This design comes from an exercise in tuning for a short achievable clock period and few clock cycles on the open sky130 flow, not from production work. No functional check of the RTL was part of this run. Power and IR drop assume default switching activity.

## flow/run.sh

```bash
#!/bin/bash
# synth_recipe.tcl (not shown) runs the flow's synth.tcl, then flattens the netlist and writes it again
# the make line also repeats each setting of config.mk as NAME=value (left out here)
make -C /OpenROAD-flow-scripts/flow DESIGN_CONFIG=/design/flow/config.mk WORK_HOME=/design/flow/orfs CLKGATE_MAP_FILE= SYNTH_SCRIPT=/design/flow/synth_recipe.tcl finish
```

## flow/config.mk

```make
export PLATFORM = sky130hd
export DESIGN_NAME = cpuCore
export DESIGN_NICKNAME = cpuCore
export VERILOG_FILES = /design/flow/design.v
export SDC_FILE = /design/flow/constraint.sdc
export NUM_CORES = 4
export LEC_CHECK = 0
export CAP_MARGIN = 20
export CORE_MARGIN = 2
export CORE_UTILIZATION = 30
export SLEW_MARGIN = 20
```

## flow/constraint.sdc

```tcl
create_clock -name core_clock -period 14.0 [get_ports {clock}]
set_input_delay 2.8000 -clock core_clock [delete_from_list [all_inputs] [get_ports {clock}]]
set_output_delay 2.8000 -clock core_clock [all_outputs]
set_load 0.01 [all_outputs]
```

## flow/design.v

```verilog
package cpuPkg;
    localparam int DATA_W      = 32;
    localparam int REG_ADDR_W  = 5;
    localparam int NUM_REGS    = 2 ** REG_ADDR_W;
    localparam int PC_W        = 12;           
    localparam int OPCODE_W    = 5;
    localparam int SHAMT_W     = 5;
    localparam int IMM_W       = 17;           
    localparam int QUEUE_DEPTH = 4;
    localparam int QPTR_W      = $clog2(QUEUE_DEPTH);
    localparam logic [REG_ADDR_W-1:0] STATUS_REG = 5'd30;
    localparam logic [DATA_W-1:0] EXC_ADD  = 32'd1;
    localparam logic [DATA_W-1:0] EXC_ADDI = 32'd2;
    localparam logic [DATA_W-1:0] EXC_SUB  = 32'd3;
    typedef enum logic [OPCODE_W-1:0] {
        ALU_R = 5'd0,
        J     = 5'd1,
        BNE   = 5'd2,
        ADDI  = 5'd5,
        BLT   = 5'd6,
        SW    = 5'd7,
        LW    = 5'd8
    } opcode_e;
    typedef enum logic [4:0] {
        ADD = 5'd0,
        SUB = 5'd1,
        AND = 5'd2,
        OR  = 5'd3,
        SLL = 5'd4,
        SRA = 5'd5
    } aluOp_e;
    typedef enum logic {
        EXEC,
        LOAD_WAIT           
    } execState_e;
    typedef struct packed {
        logic [PC_W-1:0]   pc;
        logic [DATA_W-1:0] instr;
    } fetchEntry_t;
    typedef struct packed {
        logic                  en;
        logic [REG_ADDR_W-1:0] addr;
        logic [DATA_W-1:0]     data;
    } regWrite_t;
    typedef struct packed {
        logic              we;
        logic [DATA_W-1:0] addr;
        logic [DATA_W-1:0] data;
    } storeReq_t;
    typedef struct packed {
        logic neq;
        logic lt;         
        logic overflow;   
    } aluFlags_t;
endpackage
module regFile (
    input  logic                          clock,
    input  logic                          rst,
    input  logic [cpuPkg::REG_ADDR_W-1:0] rdAddrA,
    input  logic [cpuPkg::REG_ADDR_W-1:0] rdAddrB,
    input  logic [cpuPkg::REG_ADDR_W-1:0] rdAddrC,
    input  logic                          wrEn,
    input  logic [cpuPkg::REG_ADDR_W-1:0] wrAddr,
    input  logic [cpuPkg::DATA_W-1:0]     wrData,
    output logic [cpuPkg::DATA_W-1:0]     rdDataA,
    output logic [cpuPkg::DATA_W-1:0]     rdDataB,
    output logic [cpuPkg::DATA_W-1:0]     rdDataC
);
    logic [cpuPkg::DATA_W-1:0] regs [cpuPkg::NUM_REGS];
    always_ff @(posedge clock) begin
        if (rst) begin
            for (int i = 0; i < cpuPkg::NUM_REGS; i++) begin
                regs[i] <= '0;
            end
        end else if (wrEn && (wrAddr != '0)) begin
            regs[wrAddr] <= wrData;
        end
    end
    assign rdDataA = (rdAddrA == '0) ? '0 : regs[rdAddrA];
    assign rdDataB = (rdAddrB == '0) ? '0 : regs[rdAddrB];
    assign rdDataC = (rdAddrC == '0) ? '0 : regs[rdAddrC];
endmodule
module cpuCore (
    input  logic                       clock,
    input  logic                       rst,
    input  logic [cpuPkg::DATA_W-1:0]  imemData,
    input  logic [cpuPkg::DATA_W-1:0]  dmemRdData,
    output logic [cpuPkg::PC_W-1:0]    imemAddr,
    output cpuPkg::storeReq_t          dmemReq,
    output cpuPkg::regWrite_t          regWrite
);
    localparam int DW = cpuPkg::DATA_W;
    localparam int PW = cpuPkg::PC_W;
    localparam int AW = cpuPkg::REG_ADDR_W;
    logic [PW-1:0] pc;
    logic          dValid;      
    logic [PW-1:0] dPc;
    logic [PW-1:0] dPcPlus1;
    assign imemAddr = pc;
    logic [DW-1:0] ins;
    logic [4:0]    dOp;
    logic [AW-1:0] dRd, dRs, dRt;
    logic [4:0]    dFunct;
    logic [PW-1:0] dOff;
    logic [PW-1:0] dBrTarget;
    logic          dIsAlu, dIsAddi, dIsLw, dIsSw, dIsBne, dIsBlt, dIsJ, dIsBr;
    logic          dUseRs, dUseRt, dUseRd;
    logic          dWen;
    logic          dPredTaken;
    logic          dStall;
    assign ins     = imemData;
    assign dOp     = ins[31:27];
    assign dRd     = ins[26:22];
    assign dRs     = ins[21:17];
    assign dRt     = ins[16:12];
    assign dFunct  = ins[6:2];
    assign dOff    = ins[PW-1:0];
    assign dIsAlu  = (dOp == 5'd0);
    assign dIsJ    = (dOp == 5'd1);
    assign dIsBne  = (dOp == 5'd2);
    assign dIsAddi = (dOp == 5'd5);
    assign dIsBlt  = (dOp == 5'd6);
    assign dIsSw   = (dOp == 5'd7);
    assign dIsLw   = (dOp == 5'd8);
    assign dIsBr   = dIsBne || dIsBlt;
    assign dUseRs  = dIsAlu || dIsAddi || dIsLw || dIsSw || dIsBr;
    assign dUseRt  = dIsAlu && (dFunct[4:2] == 3'b000);    
    assign dUseRd  = dIsSw || dIsBr;
    assign dWen    = dIsAlu || dIsAddi || dIsLw;
    assign dBrTarget  = dPcPlus1 + dOff;
    assign dPredTaken = dIsBr && (dOff != '0) && (dOff[PW-1] || dIsBne);
    logic          eValid;
    logic [PW-1:0] ePcPlus1;
    logic [PW-1:0] eBrTarget;
    logic [AW-1:0] eRd;
    logic          eWen, eIsLw, eIsSw, eIsBne, eIsBlt, eIsAddi, ePredTaken, eOffNz;
    logic          eAdd, eSub, eAnd, eOr, eSll, eSra;    
    logic          eSum;                                 
    logic [4:0]    eShamt;
    logic [DW-1:0] eImm;
    logic [DW-1:0] eRegA, eRegB, eRegC;
    logic [2:0]    eFwdA, eFwdB, eFwdC;                  
    logic          eUseImm;
    logic          mValid, mWen, mIsLw;
    logic [AW-1:0] mDest;
    logic [DW-1:0] mVal;
    logic          wValid, wWen, wIsLw;
    logic [AW-1:0] wDest;
    logic [DW-1:0] wVal;
    logic          rwEn;
    logic [AW-1:0] rwAddr;
    logic [DW-1:0] rwData;
    logic          dmWe;
    logic [DW-1:0] dmAddr;
    logic [DW-1:0] dmData;
    logic [DW-1:0] rfA, rfB, rfC;
    logic          wrEn;
    logic [DW-1:0] wrData;
    assign wrEn   = wValid && wWen;
    assign wrData = (wDest == '0) ? '0 : (wIsLw ? dmemRdData : wVal);
    regFile regFile_i (
        .clock(clock), .rst(rst),
        .rdAddrA(dRs), .rdAddrB(dRt), .rdAddrC(dRd),
        .wrEn(wrEn), .wrAddr(wDest), .wrData(wrData),
        .rdDataA(rfA), .rdDataB(rfB), .rdDataC(rfC)
    );
    function automatic logic [2:0] fwdSel(input logic [AW-1:0] src);
        logic h1, h2, h3;
        h1 = eValid && eWen && (eRd == src);
        h2 = mValid && mWen && (mDest == src);
        h3 = wValid && wWen && (wDest == src);
        if (src == '0)  fwdSel = 3'b000;
        else if (h1)    fwdSel = 3'b100;
        else if (h2)    fwdSel = 3'b010;
        else if (h3)    fwdSel = 3'b001;
        else            fwdSel = 3'b000;
    endfunction
    function automatic logic loadHazard(input logic [AW-1:0] src);
        loadHazard = (src != '0) &&
               ((eValid && eIsLw && (eRd == src)) ||
                (mValid && mIsLw && (mDest == src)));
    endfunction
    assign dStall = dValid && ((dUseRs && loadHazard(dRs)) ||
                               (dUseRt && loadHazard(dRt)) ||
                               (dUseRd && loadHazard(dRd)));
    logic [DW-1:0] fA, fB, fC, opB;
    logic [DW-1:0] sum, diff, shl, sra, result;
    logic          ovfAdd, ovfSub, ovf;
    logic          neq, lt, taken, mispredict, eRedirect;
    logic [PW-1:0] eTarget;
    function automatic logic [DW-1:0] fwd(input logic [2:0] sel, input logic [DW-1:0] rf);
        case (sel)
            3'b100:  fwd = mVal;
            3'b010:  fwd = wVal;
            3'b001:  fwd = rwData;
            default: fwd = rf;
        endcase
    endfunction
    assign fA  = fwd(eFwdA, eRegA);
    assign fB  = fwd(eFwdB, eRegB);
    assign fC  = fwd(eFwdC, eRegC);
    assign opB = eUseImm ? eImm : fB;
    assign sum  = fA + opB;
    assign diff = fA - opB;
    assign shl  = fA << eShamt;
    assign sra  = $signed(fA) >>> eShamt;
    always_comb begin
        result = '0;
        if (eAdd || eSum) result = sum;
        if (eSub)         result = diff;
        if (eAnd)         result = fA & opB;
        if (eOr)          result = fA | opB;
        if (eSll)         result = shl;
        if (eSra)         result = sra;
    end
    assign ovfAdd = (fA[DW-1] == opB[DW-1]) && (sum[DW-1] != fA[DW-1]);
    assign ovfSub = (fA[DW-1] != opB[DW-1]) && (diff[DW-1] != fA[DW-1]);
    assign ovf    = ((eAdd || eIsAddi) && ovfAdd) || (eSub && ovfSub);
    assign neq        = (fC != fA);
    assign lt         = ($signed(fC) < $signed(fA));
    assign taken      = (eIsBne && neq) || (eIsBlt && lt);
    assign mispredict = eValid && eOffNz && (eIsBne || eIsBlt) && (taken != ePredTaken);
    assign eRedirect  = mispredict || (eValid && ovf);
    assign eTarget    = (mispredict && taken) ? eBrTarget : ePcPlus1;
    always_ff @(posedge clock) begin
        if (rst) begin
            pc     <= '0;
            dValid <= 1'b0;
            eValid <= 1'b0;
        end else if (eRedirect) begin
            pc     <= eTarget;
            dValid <= 1'b0;
            eValid <= 1'b0;
        end else if (dValid && dStall) begin
            pc     <= dPc;        
            dValid <= 1'b0;
            eValid <= 1'b0;
        end else if (dValid && (dIsJ || dPredTaken)) begin
            pc     <= dIsJ ? dOff : dBrTarget;
            dValid <= 1'b0;
            eValid <= 1'b1;
        end else begin
            pc     <= pc + 1'b1;
            dValid <= 1'b1;
            eValid <= dValid;
        end
    end
    always_ff @(posedge clock) begin
        dPc      <= pc;
        dPcPlus1 <= pc + 1'b1;
    end
    always_ff @(posedge clock) begin
        ePcPlus1   <= dPcPlus1;
        eBrTarget  <= dBrTarget;
        eRd        <= dRd;
        eWen       <= dWen;
        eIsLw      <= dIsLw;
        eIsSw      <= dIsSw;
        eIsBne     <= dIsBne;
        eIsBlt     <= dIsBlt;
        eIsAddi    <= dIsAddi;
        ePredTaken <= dPredTaken;
        eOffNz     <= (dOff != '0);
        eAdd       <= dIsAlu && (dFunct == 5'd0);
        eSub       <= dIsAlu && (dFunct == 5'd1);
        eAnd       <= dIsAlu && (dFunct == 5'd2);
        eOr        <= dIsAlu && (dFunct == 5'd3);
        eSll       <= dIsAlu && (dFunct == 5'd4);
        eSra       <= dIsAlu && (dFunct == 5'd5);
        eSum       <= dIsAddi || dIsLw || dIsSw;
        eShamt     <= ins[11:7];
        eImm       <= {{(DW - cpuPkg::IMM_W){ins[cpuPkg::IMM_W-1]}}, ins[cpuPkg::IMM_W-1:0]};
        eUseImm    <= dIsAddi || dIsLw || dIsSw;
        eRegA      <= rfA;
        eRegB      <= rfB;
        eRegC      <= rfC;
        eFwdA      <= fwdSel(dRs);
        eFwdB      <= fwdSel(dRt);
        eFwdC      <= fwdSel(dRd);
    end
    always_ff @(posedge clock) begin
        if (rst) begin
            mValid <= 1'b0;
            wValid <= 1'b0;
            rwEn   <= 1'b0;
            dmWe   <= 1'b0;
        end else begin
            mValid <= eValid;
            wValid <= mValid;
            rwEn   <= wValid && wWen;
            dmWe   <= eValid && eIsSw;
        end
    end
    always_ff @(posedge clock) begin
        mWen   <= eWen;
        mIsLw  <= eIsLw;
        mDest  <= ovf ? cpuPkg::STATUS_REG : eRd;
        mVal   <= !ovf ? result :
                  eIsAddi ? cpuPkg::EXC_ADDI :
                  eSub ? cpuPkg::EXC_SUB : cpuPkg::EXC_ADD;
        dmAddr <= sum;
        dmData <= fC;
        wWen   <= mWen;
        wIsLw  <= mIsLw;
        wDest  <= mDest;
        wVal   <= mVal;
        rwAddr <= wDest;
        rwData <= wrData;
    end
    assign dmemReq.we   = dmWe;
    assign dmemReq.addr = dmAddr;
    assign dmemReq.data = dmData;
    assign regWrite.en   = rwEn;
    assign regWrite.addr = rwAddr;
    assign regWrite.data = rwData;
endmodule
```

==> flow_summary.ini <==
[layout]
seq_area_mm2 = 0.0385
final_nets = 6529
multiInputGateArea_mm2 = 0.0423
final_common_cell = nor2_1
areaGrowthSynthToFinish_pct = 13.2
final_layout_size_suffix_gt1_frac = 0.258
fillers = 26700
final_cell_mix = nor2_1 (1,294), edfxtp_1 (1,024), mux4_2 (1,003), dfxtp_1 (380), nand2_1 (208)

[routing]
wl_met2_um = 149000
ant_nets = 0
wl_met3_um = 50300
vias_per_cell = 6.16
vias = 62500
highest_layer = met5
first_pass_iters = 8
drc = 0
routedWlPerCell_um = 33.6
wl_met1_um = 125000
drt-initial-drc-count = 11000
wl_um = 341000

[clock_tree]
cts_hold_buffers = 0
cts_root_buf = clkbuf_16
cts_num_sinks = 1411
cts_tree = done
numCtsBuffers = 154
cts_resized = 0
clockBufferDepth = 3
clk_pin_slew_ps = 60
cts_htree_levels = 4
cts_setup_buffers = 0
worst_skew_pair.late_latency_ps = 830

[power_and_ir_drop]
p_clk_frac = 0.352
intPower_w = 0.00819
p_per_area_mw_per_mm2 = 127
p_seq_frac = 0.424
power_frac_comb = 0.224
p_sw_w = 0.00377
leakage_nw = 32.6
max-vdd-ir-drop_mv = 0.146
power.share.switching = 0.315

[worst_hold_path]
hp-class = reg2reg

[synthesis]
ys_seq_area_frac = 0.462
syn-mean-instance-area_um2 = 13.0
synth_edf_count = 1024
synth.distinct_cells = 95
ys_warn_count = 2
ys_ff_latch = 1411
async_flop_share = 0
syn_inst = 6400
syn_area_mm2 = 0.0833
synthFlopType = edfxtp_1

[place]
gp_congestion = 0.966
dp_hpwl_um = 219000
portBuffers = 180
post-place-ws_ps = 7230

[timing]
finalCritPeriodShare = 0.494
finalHoldViolations = 0
final_max_slew_viol_count = 0
worst_pin_slew_ps = 1180
fin_ws_ps = 7090
fin_crit_ps = 6910
fmax_mhz = 145
finalSetupTns_ps = 0
setup_viol = 0
rsz0062_at_grt = no
fin_skew_ps = 33.9
slew_headroom = 0.202

[die]
io_pins = 181
dieArea_mm2 = 0.282
fp.dieW_um = 531
fp-row-count = 193
core_mm2 = 0.276
start_util = 0.301
die_h_um = 531

[status]
status = finished clean

[setup_path]
startpoint_type = flip-flop
critPathArrivalTime_ps = 7620
worst_setup_path_end_kind = flip-flop
path_max_fanout = 35
crit_type = reg2reg
worstPathRequired_ps = 14710

[global_routing]
grtUsageTotal = 0.237
grt_pass1_vias = 60300
grt_pass1_wl_um = 473000
antenna_found_initial = 25
grt-ovfl-total = 0
grt_max_degree = 132

[flow_run]
max-cap-violations = 0
layer usage:
layer | vias up | global-route usage
li1 | 24600 | -
met1 | 31900 | 0.311
met2 | 5157 | 0.354
met3 | 886 | 0.0827
met4 | 16 | 0.0973
met5 | - | 0
area by class of cell:
type / instances / share of cell area
antenna: 7 / 0.000186
clock buffer: 219 / 0.0461
clock inverter: 60 / 0.00766
inverter: 150 / 0.00597
multi-input combinational: 4235 / 0.448
sequential: 1411 / 0.408
tap: 3705 / 0.0491
timing repair buffer: 364 / 0.0348
path summary, 6_finish.rpt:
path | endpoint | cells past startpoint | start | slack, ps
setup / recovery | pc[1]$_SDFF_PP0_ | 16 | eFwdC[1]$_SDFF_PP0_ | 7090
hold / removal | wIsLw$_DFF_P_ | 0 | mIsLw$_DFF_P_ | 350
setup reg to reg | pc[1]$_SDFF_PP0_ | 16 | eFwdC[1]$_SDFF_PP0_ | 7090
hold reg to reg | wIsLw$_DFF_P_ | 0 | mIsLw$_DFF_P_ | 350
worst max-delay path: stages (launching register included):
cell	delay, ps
dfxtp_1	300
buf_4	260
nor3b_2	220
buf_4	270
nor2_2	830
buf_4	380
a221o_1	400
ha_1	460
nand4_1	180
nor3_1	760
nand2_1	110
a21oi_1	520
nor4_1	260
o21ai_0	230
nand3b_1	310
a41oi_4	850
mux2_2	410
flip-flops by register name, indices dropped and copies added, names as in the netlist, 12 cells and up:
name / flops
regFile_i.regs: 1024
dmAddr: 32
dmData: 32
eRegA: 32
eRegB: 32
eRegC: 32
mVal: 32
rwData: 32
wVal: 32
eImm: 17
dPcPlus1: 12
dPc: 12
eBrTarget: 12
ePcPlus1: 12
pc: 12
Yosys cell counts, types with 12 or more instances:
cell type,n,share of area
xor2_1,39,0.0041
o311ai_0,13,0.0014
buf_1,184,0.0083
inv_1,132,0.0059
o31ai_1,13,0.0012
inv_2,16,0.00072
a211oi_1,46,0.0041
mux2_2,67,0.0091
a221oi_1,25,0.0026
mux4_2,1003,0.27
a221oi_2,12,0.0022
nor3b_1,12,0.0011
nand4_1,16,0.0012
ha_1,144,0.022
a21oi_1,180,0.011
o22ai_1,25,0.0019
a22oi_1,73,0.0066
a31oi_1,15,0.0011
clkbuf_1,432,0.019
nand3_1,48,0.0029
edfxtp_1,1024,0.37
nor4_1,19,0.0014
nand2_1,246,0.011
a221o_1,55,0.0066
dfxtp_1,387,0.093
o21ai_0,111,0.0067
nor2b_1,23,0.0017
mux2i_1,183,0.022
o211ai_1,36,0.0032
xnor2_1,65,0.0068
and2_1,27,0.0020
nand2b_1,56,0.0042
nor2_1,1299,0.059
a21o_1,22,0.0020
or2_2,12,0.00090
nand3b_1,45,0.0041
o221ai_1,13,0.0014
nor3_1,66,0.0040
cell families after synthesis:
group                    after synthesis  share of synthesized area
buffers and inverters                785                     0.0364
adder cells (fa/ha/maj)              148                     0.0225
AND/OR/NAND/NOR                     1924                     0.0981
other                                  1                  0.0000450
flip-flops                          1411                      0.462
XOR/XNOR                             104                     0.0109
AO/OA/AOI/OAI                        765                     0.0664
multiplexers                        1262                      0.304
power by group through the flow:
stage / registers (W) / clock network, W / logic [W]
floorplan: 0.00503 / 0 / 0.00157
CTS: 0.00505 / 0.00422 / 0.00261
detailed placement: 0.00514 / 0 / 0.00260
global route: 0.00509 / 0.00438 / 0.00278
global placement: 0.00512 / 0 / 0.00259
finish: 0.00507 / 0.00421 / 0.00268
stage by stage:
step            util  instance area (um^2)  hold slack (ps)  power [W]  cells
2_1_floorplan      -                 83400              329    0.00660   6431
3_3_place_gp   0.322                 89200              336    0.00771   9863
3_5_place_dp   0.323                 89200              338    0.00773   9865
4_1_cts        0.341                 94300              346     0.0119  10100
5_1_grt        0.341                 94300              350     0.0123  10100
6_report       0.341                 94400              346     0.0120  10200

separate check: timing with driven ports:
No port has a modelled driver above. Below, the same layout with a new extraction and two added sets of constraints.
Step 1 sets driving cells, clkbuf_16 on the clock port and buf_2 on the other inputs (assumed; they add their load-dependent delay and slew).
Step 2 moves the port delays by t, midway between the first and last clock arrival at a register: inputs arrive t later, outputs are due t later. That takes back most of the time a late clock gives input paths.
Slacks: ideal / step 1 / step 2; pairs: ideal / step 1.
t, ns: 0.900
setup slack, ns: 7.089 / 7.089 / 7.089
worst hold slack (ns): 0.346 / 0.346 / 0.346
After both steps this run still meets setup and hold. The setup slack of this run moves by 0.000 ns with the drivers and by 0.000 ns with both steps.
